Context: an optimization exercise on an open-source flow, tuned for small area. The choices shown serve that exercise and are no tape-out recipe.
In this exercise RTL edits were held to simulation tests only and were not proved equivalent to the original.

==> 10-09 <==
==> flow/design.v <==
package systolic_result_drain_pkg;
  localparam int unsigned DEF_N          = 8;
  localparam int unsigned DEF_DATA_WIDTH = 32;
  localparam int unsigned DEF_CNT_WIDTH  = $clog2(DEF_N + 1);
  typedef logic [DEF_DATA_WIDTH-1:0] result_row_t [DEF_N];
  typedef enum logic [1:0] {
    ST_IDLE = 2'd0,
    ST_RUN  = 2'd1,
    ST_DONE = 2'd2
  } drain_state_t;
  function automatic integer cnt_width;
    input integer n;
    cnt_width = $clog2(n + 1);
  endfunction
endpackage
module result_column_buffer
#(
  parameter int unsigned N          = 8,
  parameter int unsigned DATA_WIDTH = 32,
  parameter int unsigned CW         = systolic_result_drain_pkg::cnt_width(N),
  parameter int unsigned RW         = $clog2(N)
) (
  input  logic                  clk_i,
  input  logic                  rst_i,
  input  logic                  clear_i,
  input  logic                  wr_en_i,
  input  logic [DATA_WIDTH-1:0] wr_data_i,
  input  logic [RW-1:0]         rd_idx_i,
  output logic [DATA_WIDTH-1:0] rd_data_o,
  output logic [CW-1:0]         count_o,
  output logic                  drop_o
);
  localparam logic [CW-1:0] FULL = CW'(N);
  logic [DATA_WIDTH-1:0] mem [N];
  logic [CW-1:0]         cnt;
  always_ff @(posedge clk_i or posedge rst_i) begin
    if (rst_i) begin
      cnt <= '0;
      for (int unsigned i = 0; i < N; i++) mem[i] <= '0;
    end else if (clear_i) begin
      cnt <= '0;
    end else if (wr_en_i && (cnt < FULL)) begin
      mem[cnt[RW-1:0]] <= wr_data_i;
      cnt              <= cnt + CW'(1);
    end
  end
  assign rd_data_o = mem[rd_idx_i];
  assign count_o   = cnt;
  assign drop_o    = wr_en_i && (cnt == FULL);
endmodule
module systolic_result_drain
#(
  parameter int unsigned N          = 8,
  parameter int unsigned DATA_WIDTH = 32
) (
  input  logic                    clk_i,
  input  logic                    rst_i,
  input  logic                    start_i,
  input  logic [N*DATA_WIDTH-1:0] south_i,
  input  logic [N-1:0]            south_valid_i,
  output logic [N*DATA_WIDTH-1:0] out_data_o,
  output logic                    out_valid_o,
  input  logic                    out_ready_i,
  output logic [$clog2(N)-1:0]    out_row_o,
  output logic                    busy_o,
  output logic                    done_o,
  output logic                    overflow_o
);
  localparam int unsigned CW = systolic_result_drain_pkg::cnt_width(N);
  localparam int unsigned RW = $clog2(N);
  systolic_result_drain_pkg::drain_state_t          state;
  logic [RW-1:0]         row;
  logic                  overflow;
  logic [CW-1:0]         cnt     [N];
  logic [DATA_WIDTH-1:0] rd_data [N];
  logic [N-1:0]          drop;
  logic                  run;
  logic                  start_fire;
  logic                  accept;
  logic                  last_row;
  assign run        = (state == systolic_result_drain_pkg::ST_RUN);
  assign start_fire = (state == systolic_result_drain_pkg::ST_IDLE) && start_i;
  assign accept     = out_valid_o && out_ready_i;
  assign last_row   = (row == RW'(N - 1));
  for (genvar g = 0; g < N; g++) begin : g_col
    result_column_buffer #(
      .N          (N),
      .DATA_WIDTH (DATA_WIDTH),
      .CW         (CW),
      .RW         (RW)
    ) u_col (
      .clk_i     (clk_i),
      .rst_i     (rst_i),
      .clear_i   (start_fire),
      .wr_en_i   (run && south_valid_i[g]),
      .wr_data_i (south_i[g*DATA_WIDTH +: DATA_WIDTH]),
      .rd_idx_i  (row),
      .rd_data_o (rd_data[g]),
      .count_o   (cnt[g]),
      .drop_o    (drop[g])
    );
  end
  always_ff @(posedge clk_i or posedge rst_i) begin
    if (rst_i) begin
      state    <= systolic_result_drain_pkg::ST_IDLE;
      row      <= '0;
      overflow <= 1'b0;
    end else begin
      case (state)
        systolic_result_drain_pkg::ST_IDLE: begin
          if (start_i) begin
            state    <= systolic_result_drain_pkg::ST_RUN;
            row      <= '0;
            overflow <= 1'b0;
          end
        end
        systolic_result_drain_pkg::ST_RUN: begin
          if (|drop) overflow <= 1'b1;
          if (accept) begin
            if (last_row) state <= systolic_result_drain_pkg::ST_DONE;
            else          row   <= row + RW'(1);
          end
        end
        systolic_result_drain_pkg::ST_DONE: state <= systolic_result_drain_pkg::ST_IDLE;
        default: state <= systolic_result_drain_pkg::ST_IDLE;
      endcase
    end
  end
  always_comb begin
    out_valid_o = run;
    for (int unsigned j = 0; j < N; j++) begin
      if (!(cnt[j] > CW'(row))) out_valid_o = 1'b0;
    end
  end
  always_comb begin
    out_data_o = '0;
    for (int unsigned j = 0; j < N; j++) begin
      out_data_o[j*DATA_WIDTH +: DATA_WIDTH] = rd_data[j];
    end
  end
  assign out_row_o  = row;
  assign busy_o     = run;
  assign done_o     = (state == systolic_result_drain_pkg::ST_DONE);
  assign overflow_o = overflow;
endmodule
==> flow/run.sh <==
#!/bin/bash
# synth_recipe.tcl (not shown) runs the flow's synth.tcl, then flattens the netlist and writes it again
# the make line also repeats each setting of config.mk as NAME=value (left out here)
make -C /OpenROAD-flow-scripts/flow DESIGN_CONFIG=/design/flow/config.mk WORK_HOME=/design/flow/orfs CLKGATE_MAP_FILE= SYNTH_SCRIPT=/design/flow/synth_recipe.tcl finish
==> flow/config.mk <==
export PLATFORM = sky130hd
export DESIGN_NAME = systolic_result_drain
export DESIGN_NICKNAME = systolic_result_drain
export VERILOG_FILES = /design/flow/design.v
export SDC_FILE = /design/flow/constraint.sdc
export NUM_CORES = 4
export LEC_CHECK = 0
export CAP_MARGIN = 20
export CORE_MARGIN = 2
export CORE_UTILIZATION = 40
export SLEW_MARGIN = 20
==> flow/constraint.sdc <==
create_clock -name core_clock -period 6.0 [get_ports {clk_i}]
set_input_delay 1.2000 -clock core_clock [delete_from_list [all_inputs] [get_ports {clk_i}]]
set_output_delay 1.2000 -clock core_clock [all_outputs]
set_load 0.01 [all_outputs]
==> 12-18 (differences from 10-09) <==
==> flow/design.v (replaced) <==
package systolic_result_drain_pkg;
  localparam int unsigned DEF_N          = 8;
  localparam int unsigned DEF_DATA_WIDTH = 32;
  localparam int unsigned DEF_CNT_WIDTH  = $clog2(DEF_N + 1);
  typedef logic [DEF_DATA_WIDTH-1:0] result_row_t [DEF_N];
  typedef enum logic [1:0] {
    ST_IDLE = 2'd0,
    ST_RUN  = 2'd1,
    ST_DONE = 2'd2
  } drain_state_t;
  function automatic integer cnt_width;
    input integer n;
    cnt_width = $clog2(n + 1);
  endfunction
endpackage
module result_and_nor3 (
  input  logic [2:0] a_i,
  input  logic [2:0] s_i,
  output logic       y_no
);
  assign y_no = ~|(a_i & s_i);
endmodule
module systolic_result_drain
#(
  parameter int unsigned N          = 8,
  parameter int unsigned DATA_WIDTH = 32
) (
  input  logic                    clk_i,
  input  logic                    rst_i,
  input  logic                    start_i,
  input  logic [N*DATA_WIDTH-1:0] south_i,
  input  logic [N-1:0]            south_valid_i,
  output logic [N*DATA_WIDTH-1:0] out_data_o,
  output logic                    out_valid_o,
  input  logic                    out_ready_i,
  output logic [$clog2(N)-1:0]    out_row_o,
  output logic                    busy_o,
  output logic                    done_o,
  output logic                    overflow_o
);
  localparam int unsigned CW = systolic_result_drain_pkg::cnt_width(N);
  localparam int unsigned RW = $clog2(N);
  localparam logic [CW-1:0] FULL = CW'(N);
  logic                  run;
  logic                  done;
  logic [N-1:0]          row_oh;
  logic                  overflow;
  logic [N-1:0]          avail;
  logic [N-1:0]          drop;
  logic                  start_fire;
  logic                  accept;
  assign start_fire = !run && !done && start_i;
  assign accept     = out_valid_o && out_ready_i;
  for (genvar g = 0; g < N; g++) begin : g_col
    logic [DATA_WIDTH-1:0] mem [N];
    logic [CW-1:0]         cnt;
    logic                  wr;
    logic [DATA_WIDTH-1:0] rd_n0, rd_n1, rd_n2;
    assign wr      = run && south_valid_i[g] && (cnt < FULL);
    assign drop[g] = run && south_valid_i[g] && (cnt == FULL);
    always_ff @(posedge clk_i or posedge rst_i) begin
      if (rst_i)           cnt <= '0;
      else if (start_fire) cnt <= '0;
      else if (wr)         cnt <= cnt + CW'(1);
    end
    always_ff @(posedge clk_i) begin
      if (wr) mem[cnt[RW-1:0]] <= south_i[g*DATA_WIDTH +: DATA_WIDTH];
    end
    for (genvar b = 0; b < DATA_WIDTH; b++) begin : g_rd
      result_and_nor3 u_n0 (
        .a_i ({mem[2][b], mem[1][b], mem[0][b]}),
        .s_i (row_oh[2:0]),
        .y_no(rd_n0[b])
      );
      result_and_nor3 u_n1 (
        .a_i ({mem[5][b], mem[4][b], mem[3][b]}),
        .s_i (row_oh[5:3]),
        .y_no(rd_n1[b])
      );
    end
    assign rd_n2 = ~((mem[6] & {DATA_WIDTH{row_oh[6]}}) | (mem[7] & {DATA_WIDTH{row_oh[7]}}));
    assign out_data_o[g*DATA_WIDTH +: DATA_WIDTH] = ~(rd_n0 & rd_n1 & rd_n2);
    always_comb begin
      avail[g] = 1'b0;
      for (int unsigned i = 0; i < N; i++)
        if (row_oh[i] && (cnt > CW'(i))) avail[g] = 1'b1;
    end
  end
  always_ff @(posedge clk_i or posedge rst_i) begin
    if (rst_i) begin
      run      <= 1'b0;
      done     <= 1'b0;
      row_oh   <= N'(1);
      overflow <= 1'b0;
    end else begin
      done <= 1'b0;
      if (start_fire) begin
        run      <= 1'b1;
        row_oh   <= N'(1);
        overflow <= 1'b0;
      end
      if (run) begin
        if (|drop) overflow <= 1'b1;
        if (accept) begin
          if (row_oh[N-1]) begin
            run  <= 1'b0;
            done <= 1'b1;
          end else begin
            row_oh <= row_oh << 1;
          end
        end
      end
    end
  end
  assign out_valid_o = run && (&avail);
  always_comb begin
    out_row_o = '0;
    for (int unsigned i = 0; i < N; i++)
      if (row_oh[i]) out_row_o = out_row_o | RW'(i);
  end
  assign busy_o     = run;
  assign done_o     = done;
  assign overflow_o = overflow;
endmodule
==> flow/flow/run.sh (new file) <==
#!/bin/bash
# The standard layout, with the port buffers made from the smallest buffer
# and a clock tree built from small buffers in small clusters, with no dummy loads.
set -euo pipefail
export BUFFER_PORTS_ARGS="-buffer_cell sky130_fd_sc_hd__buf_1"
export CTS_ARGS="-sink_clustering_enable -repair_clock_nets -sink_clustering_size 10 -sink_clustering_max_diameter 50 -buf_list sky130_fd_sc_hd__clkbuf_4 -dont_use_dummy_load"
bash standard.sh > standard.log 2>&1
==> flow/standard.sh (new file) <==
#!/bin/bash
# synth_recipe.tcl (not shown) runs the flow's synth.tcl, then flattens the netlist and writes it again
# the make line also repeats each setting of config.mk as NAME=value (left out here)
make -C /OpenROAD-flow-scripts/flow DESIGN_CONFIG=/design/flow/config.mk WORK_HOME=/design/flow/orfs CLKGATE_MAP_FILE= SYNTH_SCRIPT=/design/flow/synth_recipe.tcl "${@:-finish}"
CAP_MARGIN = 5   (was 20)
CORE_UTILIZATION = 45   (was 40)
CTS_BUF_LIST = sky130_fd_sc_hd__clkbuf_4   (was unset)
CTS_CLUSTER_DIAMETER = 50   (was unset)
CTS_CLUSTER_SIZE = 10   (was unset)
SLEW_MARGIN = 5   (was 20)
SYNTH_HIERARCHICAL = 1   (was unset)
removed: flow/run.sh
==> comparison table <==
|  | 12-18 | 10-09 |
|---|---|---|
| Share of cell area taken by flip-flops and latches | 77.3% | 47.6% |
| Sink Count | 2091 | 2086 |
| Vias in the first global route | 39663 | 62973 |
| # hold bufs at CTS | 3 | 0 |
| Width of the die | 407 µm | 485 µm |
| Maximum number of pins on one net before global-route repair | 174 | 158 |
| Seq cells | 2091 | 2086 |
| Top-area cell type share of the netlist area | 84.0% | 56.3% |
| Most frequent cell after synthesis | sky130_fd_sc_hd__edfxtp_1 | sky130_fd_sc_hd__mux2_2 |
| Post-synthesis cell type count | 47 | 45 |
| Proportion of synthesized area in mux cells | 0.109% | 30.0% |
| Nets | 4671 | 7554 |
| Core ar. | 162000 µm² | 230000 µm² |
| Final wirelength | 187 mm | 270 mm |
| Multi-input gate area | 10700 µm² | 38700 µm² |
| Met2 WL | 86.8 mm | 128 mm |
| Final non-filler cell area | 81000 µm² | 110000 µm² |
| Result of the run | finished clean | finished clean |
| Met3 demand-to-capacity share in global routing | 6.39% | 4.96% |

-- afterwards: timing with drivers on the ports --
No port has a modelled driver above. Below, the same layouts with a new extraction and two added sets of constraints.
Step 1, drivers: a clkbuf_16 drives clk_i and a buf_2 each remaining input, both assumed.
Step 2 adds t to the input delays and takes it off the output delays; t is the mean of the earliest and latest rising clock arrival at the registers after step 1. Input paths then give back, and output paths get back, about the clock's delay inside the block.
a / b / c = ideal ports / drivers / drivers and shift; a / b = the first two.
run | t, ns | setup WS [ns] | worst slew at a driven data input, ns
10-09 | 0.951 | 0.080 / -0.012 / 0.939 | 0.22
12-18 | 1.343 | 0.640 / 0.559 / 1.902 | 0.18
After both steps setup and hold are still met in every run listed.
